Background: an optimization exercise with open tools, aiming at small area, a short achievable clock period and few clock cycles per item. Do not read the settings as production practice.
In this exercise RTL edits were held to simulation tests only and were not proved equivalent to the original.

==> inputs of job 4268 <==
Design height_color_map_shade, start of the top module:
module height_color_map_shade #(
  parameter int unsigned MAX_ENTRIES = 7
) (
  input  logic              clk_i,
  input  logic              rst_ni,
  input  logic              start,
  output logic              busy,
  input  logic [7:0]        height_level_i,
  output logic              result_valid_o,
  output logic [7:0]        red_o,
  output logic [7:0]        green_o,
  output logic [7:0]        blue_o,
  output logic              table_hit_o,
  input  logic              psel,
  input  logic              penable,
  input  logic              pwrite,
  input  logic [hcms_pkg::ADDR_W-1:0] paddr,
  input  logic [hcms_pkg::DATA_W-1:0] pwdata,
  output logic [hcms_pkg::DATA_W-1:0] prdata,
  output logic              pready
);
==> flow/config.mk <==
export PLATFORM = sky130hd
export DESIGN_NAME = height_color_map_shade
export DESIGN_NICKNAME = height_color_map_shade
export VERILOG_FILES = /design/flow/design.v
export SDC_FILE = /design/flow/constraint.sdc
export NUM_CORES = 4
export LEC_CHECK = 0
export CAP_MARGIN = 20
export CORE_MARGIN = 2
export CORE_UTILIZATION = 60
export CTS_CLUSTER_DIAMETER = 100
export CTS_CLUSTER_SIZE = 25
export SETUP_SLACK_MARGIN = 2.8
export SLEW_MARGIN = 20
==> flow/constraint.sdc <==
create_clock -name core_clock -period 5.0 [get_ports {clk_i}]
set_input_delay 1.0000 -clock core_clock [delete_from_list [all_inputs] [get_ports {clk_i}]]
set_output_delay 1.0000 -clock core_clock [all_outputs]
set_load 0.01 [all_outputs]
standard.sh (not shown) runs the stock make flow with config.mk's settings and CLKGATE_MAP_FILE= SYNTH_SCRIPT=/design/flow/synth_recipe.tcl, a recipe that flattens the netlist after the stock synthesis.
==> flow/flow/run.sh <==
#!/bin/bash
set -euo pipefail
export BUFFER_PORTS_ARGS="-buffer_cell sky130_fd_sc_hd__buf_2"
bash standard.sh > flow_standard.log 2>&1
==> job 4754 (differences from job 4268) <==
--- a/flow/design.v
+++ b/flow/design.v
@@ -24,36 +24,34 @@
   output logic [MAX_ENTRIES-1:0][hcms_pkg::DATA_W-1:0] entries_o
 );
   logic [2:0]                                   count_q;
   logic [MAX_ENTRIES-1:0][hcms_pkg::DATA_W-1:0] entry_q;
   logic [2:0]                                   reg_idx;
   logic [MAX_ENTRIES:0]                         wr_q;
-  logic                                         access;
   logic [hcms_pkg::DATA_W-1:0]                  rd_d;
   logic [hcms_pkg::DATA_W-1:0]                  rd_q;
   assign reg_idx = paddr[hcms_pkg::ADDR_W-1:2];
   always_ff @(posedge clk_i or negedge rst_ni) begin
     if (!rst_ni) begin
       wr_q <= '0;
     end else begin
       for (int i = 0; i <= MAX_ENTRIES; i++) begin
         wr_q[i] <= psel & ~penable & pwrite & (reg_idx == 3'(i));
       end
     end
   end
-  assign access = psel & penable;
   always_ff @(posedge clk_i or negedge rst_ni) begin
     if (!rst_ni) begin
       count_q <= '0;
       entry_q <= '0;
     end else begin
-      if (access & wr_q[0]) begin
+      if (wr_q[0]) begin
         count_q <= pwdata[2:0];
       end
       for (int i = 0; i < MAX_ENTRIES; i++) begin
-        if (access & wr_q[i+1]) begin
+        if (wr_q[i+1]) begin
           entry_q[i] <= pwdata;
         end
       end
     end
   end
   always_comb begin
@@ -129,40 +127,28 @@
 endmodule
 module hcms_span (
   input  logic [7:0] lvl_i,
   input  logic [7:0] h_i,
   input  logic [7:0] next_i,
   output logic [7:0] a_o,
-  output logic [7:0] o_o
+  output logic [7:0] d_o
 );
-  logic [7:0] off;
-  assign a_o = next_i - lvl_i;
-  assign off = lvl_i - h_i;
-  assign o_o = {off[7:1], off[0] | (&h_i)};
+  logic [7:0] span;
+  assign a_o  = next_i - lvl_i;
+  assign span = next_i - h_i;
+  assign d_o  = {span[7:1], span[0] | (&h_i)};
 endmodule
 module hcms_num (
   input  logic [7:0] a_i,
-  input  logic [7:0] o_i,
-  output logic [7:0] d_o,
   output logic [8:0] r_o,
-  output logic       q_o,
-  output logic [4:1] n_o
+  output logic [5:1] n_o
 );
-  logic [13:0] x, y, w;
-  logic [13:0] s, c;
-  logic [13:0] m;
-  assign x = {3'd0, a_i, 3'd0};
-  assign y = {6'd0, a_i};
-  assign w = {2'b11, ~o_i, 4'b1111};
-  assign s = x ^ y ^ w;
-  assign c = {(x[12:0] & y[12:0]) | (x[12:0] & w[12:0]) | (y[12:0] & w[12:0]), 1'b1};
-  assign m = s + c;
-  assign d_o = a_i + o_i;
-  assign r_o = m[12:4];
-  assign q_o = ~m[12];
-  assign n_o = m[3:0];
+  logic [12:0] m;
+  assign m   = (13'(a_i) << 4) + (13'(a_i) << 3) + 13'(a_i);
+  assign r_o = {1'b0, m[12:5]};
+  assign n_o = m[4:0];
 endmodule
 module hcms_div (
   input  logic [8:0] r_i,
   input  logic       n_i,
   input  logic [7:0] d_i,
   output logic [8:0] r_o,
@@ -194,13 +180,13 @@
   input  logic [hcms_pkg::ADDR_W-1:0] paddr,
   input  logic [hcms_pkg::DATA_W-1:0] pwdata,
   output logic [hcms_pkg::DATA_W-1:0] prdata,
   output logic              pready
 );
   localparam int unsigned QW = hcms_pkg::QUOT_W;
-  localparam int unsigned SL = QW + 1;
+  localparam int unsigned SL = QW + 2;
   logic [2:0]                                   entry_count;
   logic [MAX_ENTRIES-1:0][hcms_pkg::DATA_W-1:0] entries;
   logic [SL:0]                                  vld_q;
   logic [7:0]                                   lvl_q;
   logic                                         in_vld_q;
   logic                                         pk_vld_q;
@@ -216,26 +202,23 @@
   logic [7:0]                                   next_d;
   logic [2:0]                                   kp_q;
   logic [7:0]                                   hp_q;
   logic [7:0]                                   nextp_q;
   logic [7:0]                                   lvlp_q;
   logic [7:0]                                   a_d;
-  logic [7:0]                                   o_d;
-  logic [7:0]                                   o1_q;
+  logic [7:0]                                   d_d;
   logic [7:0]                                   a1_q;
   logic [SL-2:1][2:0]                           k_q;
-  logic [SL-1:2][7:0]                           d_q;
-  logic [7:0]                                   d_d;
+  logic [SL-1:1][7:0]                           d_q;
   logic [SL-1:2][8:0]                           r_q;
   logic [SL-1:2][QW-1:1]                        n_q;
-  logic [SL-1:2][QW-1:0]                        q_q;
+  logic [SL-1:3][QW-1:0]                        q_q;
   logic [8:0]                                   r_d;
-  logic [QW-2:1]                                n_d;
-  logic                                         q5_d;
-  logic [QW-1:1][8:0]                           step_r;
-  logic [QW-1:1]                                step_q;
+  logic [QW-1:1]                                n_d;
+  logic [QW-1:0][8:0]                           step_r;
+  logic [QW-1:0]                                step_q;
   logic [23:0]                                  color_d;
   logic [23:0]                                  color_q;
   logic [23:0]                                  part_d;
   logic [23:0]                                  part_q;
   logic                                         q0_q;
   logic                                         miss1_q;
@@ -296,27 +279,24 @@
   );
   hcms_span u_span (
     .lvl_i  (lvlp_q),
     .h_i    (hp_q),
     .next_i (nextp_q),
     .a_o    (a_d),
-    .o_o    (o_d)
+    .d_o    (d_d)
   );
   hcms_num u_num (
     .a_i (a1_q),
-    .o_i (o1_q),
-    .d_o (d_d),
     .r_o (r_d),
-    .q_o (q5_d),
     .n_o (n_d)
   );
-  for (genvar s = 1; s < QW; s++) begin : g_step
+  for (genvar s = 0; s < QW; s++) begin : g_step
     hcms_div u_div (
-      .r_i (r_q[s+1]),
-      .n_i (s == QW - 1 ? 1'b0 : n_q[s+1][QW-1-s]),
-      .d_i (d_q[s+1]),
+      .r_i (r_q[s+2]),
+      .n_i (s == QW - 1 ? 1'b0 : n_q[s+2][QW-1-s]),
+      .d_i (d_q[s+2]),
       .r_o (step_r[s]),
       .q_o (step_q[s])
     );
   end
   always_comb begin
     color_d = '0;
@@ -338,26 +318,25 @@
     kp_q    <= k_d;
     hp_q    <= h_d;
     nextp_q <= next_d;
     lvlp_q  <= lvl0_q;
     k_q[1] <= kp_q;
     a1_q   <= a_d;
-    o1_q   <= o_d;
+    d_q[1] <= d_d;
     k_q[2] <= k_q[1];
-    d_q[2] <= d_d;
+    d_q[2] <= d_q[1];
     r_q[2] <= r_d;
-    n_q[2] <= {1'b0, n_d};
-    q_q[2] <= {q5_d, {(QW-1){1'b0}}};
-    for (int s = 1; s < QW - 1; s++) begin
+    n_q[2] <= n_d;
+    for (int s = 0; s < QW - 1; s++) begin
       if (s < QW - 2) begin
-        k_q[s+2] <= k_q[s+1];
+        k_q[s+3] <= k_q[s+2];
       end
-      d_q[s+2] <= d_q[s+1];
-      r_q[s+2] <= step_r[s];
-      n_q[s+2] <= n_q[s+1];
-      q_q[s+2] <= q_q[s+1] | (QW'(step_q[s]) << (QW - 1 - s));
+      d_q[s+3] <= d_q[s+2];
+      r_q[s+3] <= step_r[s];
+      n_q[s+3] <= n_q[s+2];
+      q_q[s+3] <= (s == 0) ? QW'(step_q[s]) << (QW - 1) : q_q[s+2] | (QW'(step_q[s]) << (QW - 1 - s));
     end
     part_q  <= part_d;
     q0_q    <= step_q[QW-1];
     color_q <= color_d;
     miss_q  <= miss1_q;
     miss1_q <= (k_q[SL-2] == 3'd7);
==> flow/run.sh (new file) <==
#!/bin/bash
# synth_recipe.tcl (not shown) runs the flow's synth.tcl, then flattens the netlist and writes it again
# the make line also repeats each setting of config.mk as NAME=value (left out here)
make -C /OpenROAD-flow-scripts/flow DESIGN_CONFIG=/design/flow/config.mk WORK_HOME=/design/flow/orfs CLKGATE_MAP_FILE= SYNTH_SCRIPT=/design/flow/synth_recipe.tcl finish
removed: flow/flow/run.sh
removed: flow/standard.sh
==> job 5670 (differences from job 4268) <==
--- a/flow/design.v
+++ b/flow/design.v
@@ -129,40 +129,28 @@
 endmodule
 module hcms_span (
   input  logic [7:0] lvl_i,
   input  logic [7:0] h_i,
   input  logic [7:0] next_i,
   output logic [7:0] a_o,
-  output logic [7:0] o_o
+  output logic [7:0] d_o
 );
-  logic [7:0] off;
-  assign a_o = next_i - lvl_i;
-  assign off = lvl_i - h_i;
-  assign o_o = {off[7:1], off[0] | (&h_i)};
+  logic [7:0] span;
+  assign a_o  = next_i - lvl_i;
+  assign span = next_i - h_i;
+  assign d_o  = {span[7:1], span[0] | (&h_i)};
 endmodule
 module hcms_num (
   input  logic [7:0] a_i,
-  input  logic [7:0] o_i,
-  output logic [7:0] d_o,
   output logic [8:0] r_o,
-  output logic       q_o,
-  output logic [4:1] n_o
+  output logic [5:1] n_o
 );
-  logic [13:0] x, y, w;
-  logic [13:0] s, c;
-  logic [13:0] m;
-  assign x = {3'd0, a_i, 3'd0};
-  assign y = {6'd0, a_i};
-  assign w = {2'b11, ~o_i, 4'b1111};
-  assign s = x ^ y ^ w;
-  assign c = {(x[12:0] & y[12:0]) | (x[12:0] & w[12:0]) | (y[12:0] & w[12:0]), 1'b1};
-  assign m = s + c;
-  assign d_o = a_i + o_i;
-  assign r_o = m[12:4];
-  assign q_o = ~m[12];
-  assign n_o = m[3:0];
+  logic [12:0] m;
+  assign m   = (13'(a_i) << 4) + (13'(a_i) << 3) + 13'(a_i);
+  assign r_o = {1'b0, m[12:5]};
+  assign n_o = m[4:0];
 endmodule
 module hcms_div (
   input  logic [8:0] r_i,
   input  logic       n_i,
   input  logic [7:0] d_i,
   output logic [8:0] r_o,
@@ -194,13 +182,13 @@
   input  logic [hcms_pkg::ADDR_W-1:0] paddr,
   input  logic [hcms_pkg::DATA_W-1:0] pwdata,
   output logic [hcms_pkg::DATA_W-1:0] prdata,
   output logic              pready
 );
   localparam int unsigned QW = hcms_pkg::QUOT_W;
-  localparam int unsigned SL = QW + 1;
+  localparam int unsigned SL = QW + 2;
   logic [2:0]                                   entry_count;
   logic [MAX_ENTRIES-1:0][hcms_pkg::DATA_W-1:0] entries;
   logic [SL:0]                                  vld_q;
   logic [7:0]                                   lvl_q;
   logic                                         in_vld_q;
   logic                                         pk_vld_q;
@@ -216,26 +204,23 @@
   logic [7:0]                                   next_d;
   logic [2:0]                                   kp_q;
   logic [7:0]                                   hp_q;
   logic [7:0]                                   nextp_q;
   logic [7:0]                                   lvlp_q;
   logic [7:0]                                   a_d;
-  logic [7:0]                                   o_d;
-  logic [7:0]                                   o1_q;
+  logic [7:0]                                   d_d;
   logic [7:0]                                   a1_q;
   logic [SL-2:1][2:0]                           k_q;
-  logic [SL-1:2][7:0]                           d_q;
-  logic [7:0]                                   d_d;
+  logic [SL-1:1][7:0]                           d_q;
   logic [SL-1:2][8:0]                           r_q;
   logic [SL-1:2][QW-1:1]                        n_q;
-  logic [SL-1:2][QW-1:0]                        q_q;
+  logic [SL-1:3][QW-1:0]                        q_q;
   logic [8:0]                                   r_d;
-  logic [QW-2:1]                                n_d;
-  logic                                         q5_d;
-  logic [QW-1:1][8:0]                           step_r;
-  logic [QW-1:1]                                step_q;
+  logic [QW-1:1]                                n_d;
+  logic [QW-1:0][8:0]                           step_r;
+  logic [QW-1:0]                                step_q;
   logic [23:0]                                  color_d;
   logic [23:0]                                  color_q;
   logic [23:0]                                  part_d;
   logic [23:0]                                  part_q;
   logic                                         q0_q;
   logic                                         miss1_q;
@@ -296,27 +281,24 @@
   );
   hcms_span u_span (
     .lvl_i  (lvlp_q),
     .h_i    (hp_q),
     .next_i (nextp_q),
     .a_o    (a_d),
-    .o_o    (o_d)
+    .d_o    (d_d)
   );
   hcms_num u_num (
     .a_i (a1_q),
-    .o_i (o1_q),
-    .d_o (d_d),
     .r_o (r_d),
-    .q_o (q5_d),
     .n_o (n_d)
   );
-  for (genvar s = 1; s < QW; s++) begin : g_step
+  for (genvar s = 0; s < QW; s++) begin : g_step
     hcms_div u_div (
-      .r_i (r_q[s+1]),
-      .n_i (s == QW - 1 ? 1'b0 : n_q[s+1][QW-1-s]),
-      .d_i (d_q[s+1]),
+      .r_i (r_q[s+2]),
+      .n_i (s == QW - 1 ? 1'b0 : n_q[s+2][QW-1-s]),
+      .d_i (d_q[s+2]),
       .r_o (step_r[s]),
       .q_o (step_q[s])
     );
   end
   always_comb begin
     color_d = '0;
@@ -338,26 +320,25 @@
     kp_q    <= k_d;
     hp_q    <= h_d;
     nextp_q <= next_d;
     lvlp_q  <= lvl0_q;
     k_q[1] <= kp_q;
     a1_q   <= a_d;
-    o1_q   <= o_d;
+    d_q[1] <= d_d;
     k_q[2] <= k_q[1];
-    d_q[2] <= d_d;
+    d_q[2] <= d_q[1];
     r_q[2] <= r_d;
-    n_q[2] <= {1'b0, n_d};
-    q_q[2] <= {q5_d, {(QW-1){1'b0}}};
-    for (int s = 1; s < QW - 1; s++) begin
+    n_q[2] <= n_d;
+    for (int s = 0; s < QW - 1; s++) begin
       if (s < QW - 2) begin
-        k_q[s+2] <= k_q[s+1];
+        k_q[s+3] <= k_q[s+2];
       end
-      d_q[s+2] <= d_q[s+1];
-      r_q[s+2] <= step_r[s];
-      n_q[s+2] <= n_q[s+1];
-      q_q[s+2] <= q_q[s+1] | (QW'(step_q[s]) << (QW - 1 - s));
+      d_q[s+3] <= d_q[s+2];
+      r_q[s+3] <= step_r[s];
+      n_q[s+3] <= n_q[s+2];
+      q_q[s+3] <= (s == 0) ? QW'(step_q[s]) << (QW - 1) : q_q[s+2] | (QW'(step_q[s]) << (QW - 1 - s));
     end
     part_q  <= part_d;
     q0_q    <= step_q[QW-1];
     color_q <= color_d;
     miss_q  <= miss1_q;
     miss1_q <= (k_q[SL-2] == 3'd7);
==> job 3381 (differences from job 4268) <==
--- a/flow/design.v
+++ b/flow/design.v
@@ -129,40 +129,28 @@
 endmodule
 module hcms_span (
   input  logic [7:0] lvl_i,
   input  logic [7:0] h_i,
   input  logic [7:0] next_i,
   output logic [7:0] a_o,
-  output logic [7:0] o_o
+  output logic [7:0] d_o
 );
-  logic [7:0] off;
-  assign a_o = next_i - lvl_i;
-  assign off = lvl_i - h_i;
-  assign o_o = {off[7:1], off[0] | (&h_i)};
+  logic [7:0] span;
+  assign a_o  = next_i - lvl_i;
+  assign span = next_i - h_i;
+  assign d_o  = {span[7:1], span[0] | (&h_i)};
 endmodule
 module hcms_num (
   input  logic [7:0] a_i,
-  input  logic [7:0] o_i,
-  output logic [7:0] d_o,
   output logic [8:0] r_o,
-  output logic       q_o,
-  output logic [4:1] n_o
+  output logic [5:1] n_o
 );
-  logic [13:0] x, y, w;
-  logic [13:0] s, c;
-  logic [13:0] m;
-  assign x = {3'd0, a_i, 3'd0};
-  assign y = {6'd0, a_i};
-  assign w = {2'b11, ~o_i, 4'b1111};
-  assign s = x ^ y ^ w;
-  assign c = {(x[12:0] & y[12:0]) | (x[12:0] & w[12:0]) | (y[12:0] & w[12:0]), 1'b1};
-  assign m = s + c;
-  assign d_o = a_i + o_i;
-  assign r_o = m[12:4];
-  assign q_o = ~m[12];
-  assign n_o = m[3:0];
+  logic [12:0] m;
+  assign m   = (13'(a_i) << 4) + (13'(a_i) << 3) + 13'(a_i);
+  assign r_o = {1'b0, m[12:5]};
+  assign n_o = m[4:0];
 endmodule
 module hcms_div (
   input  logic [8:0] r_i,
   input  logic       n_i,
   input  logic [7:0] d_i,
   output logic [8:0] r_o,
@@ -194,13 +182,13 @@
   input  logic [hcms_pkg::ADDR_W-1:0] paddr,
   input  logic [hcms_pkg::DATA_W-1:0] pwdata,
   output logic [hcms_pkg::DATA_W-1:0] prdata,
   output logic              pready
 );
   localparam int unsigned QW = hcms_pkg::QUOT_W;
-  localparam int unsigned SL = QW + 1;
+  localparam int unsigned SL = QW + 2;
   logic [2:0]                                   entry_count;
   logic [MAX_ENTRIES-1:0][hcms_pkg::DATA_W-1:0] entries;
   logic [SL:0]                                  vld_q;
   logic [7:0]                                   lvl_q;
   logic                                         in_vld_q;
   logic                                         pk_vld_q;
@@ -216,26 +204,23 @@
   logic [7:0]                                   next_d;
   logic [2:0]                                   kp_q;
   logic [7:0]                                   hp_q;
   logic [7:0]                                   nextp_q;
   logic [7:0]                                   lvlp_q;
   logic [7:0]                                   a_d;
-  logic [7:0]                                   o_d;
-  logic [7:0]                                   o1_q;
+  logic [7:0]                                   d_d;
   logic [7:0]                                   a1_q;
   logic [SL-2:1][2:0]                           k_q;
-  logic [SL-1:2][7:0]                           d_q;
-  logic [7:0]                                   d_d;
+  logic [SL-1:1][7:0]                           d_q;
   logic [SL-1:2][8:0]                           r_q;
   logic [SL-1:2][QW-1:1]                        n_q;
-  logic [SL-1:2][QW-1:0]                        q_q;
+  logic [SL-1:3][QW-1:0]                        q_q;
   logic [8:0]                                   r_d;
-  logic [QW-2:1]                                n_d;
-  logic                                         q5_d;
-  logic [QW-1:1][8:0]                           step_r;
-  logic [QW-1:1]                                step_q;
+  logic [QW-1:1]                                n_d;
+  logic [QW-1:0][8:0]                           step_r;
+  logic [QW-1:0]                                step_q;
   logic [23:0]                                  color_d;
   logic [23:0]                                  color_q;
   logic [23:0]                                  part_d;
   logic [23:0]                                  part_q;
   logic                                         q0_q;
   logic                                         miss1_q;
@@ -296,27 +281,24 @@
   );
   hcms_span u_span (
     .lvl_i  (lvlp_q),
     .h_i    (hp_q),
     .next_i (nextp_q),
     .a_o    (a_d),
-    .o_o    (o_d)
+    .d_o    (d_d)
   );
   hcms_num u_num (
     .a_i (a1_q),
-    .o_i (o1_q),
-    .d_o (d_d),
     .r_o (r_d),
-    .q_o (q5_d),
     .n_o (n_d)
   );
-  for (genvar s = 1; s < QW; s++) begin : g_step
+  for (genvar s = 0; s < QW; s++) begin : g_step
     hcms_div u_div (
-      .r_i (r_q[s+1]),
-      .n_i (s == QW - 1 ? 1'b0 : n_q[s+1][QW-1-s]),
-      .d_i (d_q[s+1]),
+      .r_i (r_q[s+2]),
+      .n_i (s == QW - 1 ? 1'b0 : n_q[s+2][QW-1-s]),
+      .d_i (d_q[s+2]),
       .r_o (step_r[s]),
       .q_o (step_q[s])
     );
   end
   always_comb begin
     color_d = '0;
@@ -338,26 +320,25 @@
     kp_q    <= k_d;
     hp_q    <= h_d;
     nextp_q <= next_d;
     lvlp_q  <= lvl0_q;
     k_q[1] <= kp_q;
     a1_q   <= a_d;
-    o1_q   <= o_d;
+    d_q[1] <= d_d;
     k_q[2] <= k_q[1];
-    d_q[2] <= d_d;
+    d_q[2] <= d_q[1];
     r_q[2] <= r_d;
-    n_q[2] <= {1'b0, n_d};
-    q_q[2] <= {q5_d, {(QW-1){1'b0}}};
-    for (int s = 1; s < QW - 1; s++) begin
+    n_q[2] <= n_d;
+    for (int s = 0; s < QW - 1; s++) begin
       if (s < QW - 2) begin
-        k_q[s+2] <= k_q[s+1];
+        k_q[s+3] <= k_q[s+2];
       end
-      d_q[s+2] <= d_q[s+1];
-      r_q[s+2] <= step_r[s];
-      n_q[s+2] <= n_q[s+1];
-      q_q[s+2] <= q_q[s+1] | (QW'(step_q[s]) << (QW - 1 - s));
+      d_q[s+3] <= d_q[s+2];
+      r_q[s+3] <= step_r[s];
+      n_q[s+3] <= n_q[s+2];
+      q_q[s+3] <= (s == 0) ? QW'(step_q[s]) << (QW - 1) : q_q[s+2] | (QW'(step_q[s]) << (QW - 1 - s));
     end
     part_q  <= part_d;
     q0_q    <= step_q[QW-1];
     color_q <= color_d;
     miss_q  <= miss1_q;
     miss1_q <= (k_q[SL-2] == 3'd7);
CORE_UTILIZATION = 70   (was 60)
SETUP_SLACK_MARGIN = 2.9   (was 2.8)
==> flow_summary_export.csv <==
group,metric,value,unit
sta,whs,0.324,ns
placement,dpl_cell_area,0.0264,sq mm
layout,fin_cells,2931,
layout,seqCellArea,0.0129,sq mm
power_and_ir_drop,peakVddDrop,0.364,mV
sta,fin_crit_sh,46.9,%
status,status,"complete, no violations",
placement,dp_cells,2804,
floorplanning,die_h,208,microns
power_and_ir_drop,comb_power,7.79,mW
route,viasPerCell,6.00,
route,wirelength,62000,microns
placement,hpwl,41300,microns
min_path,min-delay-start,"k_q[1]",
global_route,grt_use_met2,47.3,%
floorplanning,die_w,208,microns
worst_setup_path,crit_fanout,2,
power_and_ir_drop,combPwrFrac,44.5,%
layout,clk_share,2.76,%
That was job 4754.
==> flow_summary_export.csv <==
group,metric,value,unit
route,viasPerCell,6.01,
placement,hpwl,41200,microns
placement,dp_cells,2783,
sta,fin_crit_sh,44.9,%
layout,fin_cells,2854,
placement,dpl_cell_area,0.0264,sq mm
route,wirelength,60400,microns
sta,whs,0.319,ns
floorplanning,die_w,210,microns
floorplanning,die_h,210,microns
status,status,"complete, no violations",
That was job 5670.
==> flow_summary_export.csv <==
group,metric,value,unit
layout,clk_share,2.78,%
floorplanning,die_w,207,microns
layout,seq_cells,552,
layout,layout_common_cells,"dfxtp_1 (279), mux2_2 (243), dfrtp_1 (237)",
status,status,"complete, no violations",
floorplanning,die_h,207,microns
layout,seqCellArea,0.0124,sq mm
route,route.detailed.drc,0,
route,wirelength,61100,microns
placement,hpwl,40200,microns
synth,synthXorXnorAreaFrac,3.91,%
power_and_ir_drop,combPwrFrac,39.4,%
worst_setup_path,cp.arrival,3.02,ns
power_and_ir_drop,comb_power,5.42,mW
worst_setup_path,startpoint,"a1_q[5]",
sta,whs,0.331,ns
sta,fin_crit_sh,50.0,%
layout,fin_cells,2912,
placement,dp_cells,2808,
power_and_ir_drop,peakVddDrop,0.304,mV
That was job 4268.
==> flow_summary_export.csv <==
group,metric,value,unit
power_and_ir_drop,combPwrFrac,35.5,%
route,viasPerCell,6.27,
power_and_ir_drop,p_clk_share,18.5,%
sta,fin_crit_sh,44.9,%
placement,dpl_cell_area,0.0263,sq mm
min_path,min-delay-start,"n_q[6]",
worst_setup_path,crit_fanout,2,
power_and_ir_drop,comb_power,4.71,mW
status,status,"complete, no violations",
global_route,grt_use_met2,53.3,%
layout,clk_share,2.74,%
sta,whs,0.329,ns
placement,hpwl,40000,microns
floorplanning,die_h,194,microns
power_and_ir_drop,peakVddDrop,0.374,mV
synth,synth_top_family_by_area,"multiplexers",
layout,seqCellArea,0.0129,sq mm
placement,dp_cells,2703,
That was job 3381.
Testbench counts of job 4268, summed over its fixed seeds: cycles 17,088, items 16,384.
Testbench counts of job 4754, summed over its fixed seeds: cycles 17,152, items 16,384.
Testbench counts of job 5670, summed over its fixed seeds: cycles 17,152, items 16,384.
Testbench counts of job 3381, summed over its fixed seeds: cycles 17,152, items 16,384.

separate check: timing with driven ports:
How much do the figures lean on ideal ports? The routed layouts below were timed once more, with nothing changed but the port constraints.
Step 1: set_driving_cell puts a clkbuf_16 on clk_i and a buf_2 on each other input, an assumption about the parent block.
Step 2 also shifts input and output timing later by t, the mid clock arrival at the registers, as if the neighbouring blocks saw the same clock.
Slacks: no drivers / after step 1 / after step 2; pairs: no drivers / after step 1.
run	shift t [ns]	slack for setup (ns)	hold slack, ns	latest minus earliest clock arrival (ns)
job 4268	0.639	2.502 / 2.502 / 2.210	0.331 / 0.331 / 0.331	0.031 / 0.031
job 4754	0.641	2.655 / 2.655 / 2.255	0.324 / 0.324 / 0.324	0.042 / 0.041
job 5670	0.647	2.753 / 2.753 / 2.232	0.319 / 0.319 / 0.319	0.029 / 0.030
job 3381	0.643	2.754 / 2.754 / 2.292	0.329 / 0.329 / 0.329	0.032 / 0.032
After both steps setup and hold are still met in every run listed. The setup slack of job 5670, which loses most, moves by 0.000 ns with the drivers and by -0.521 ns with both steps.
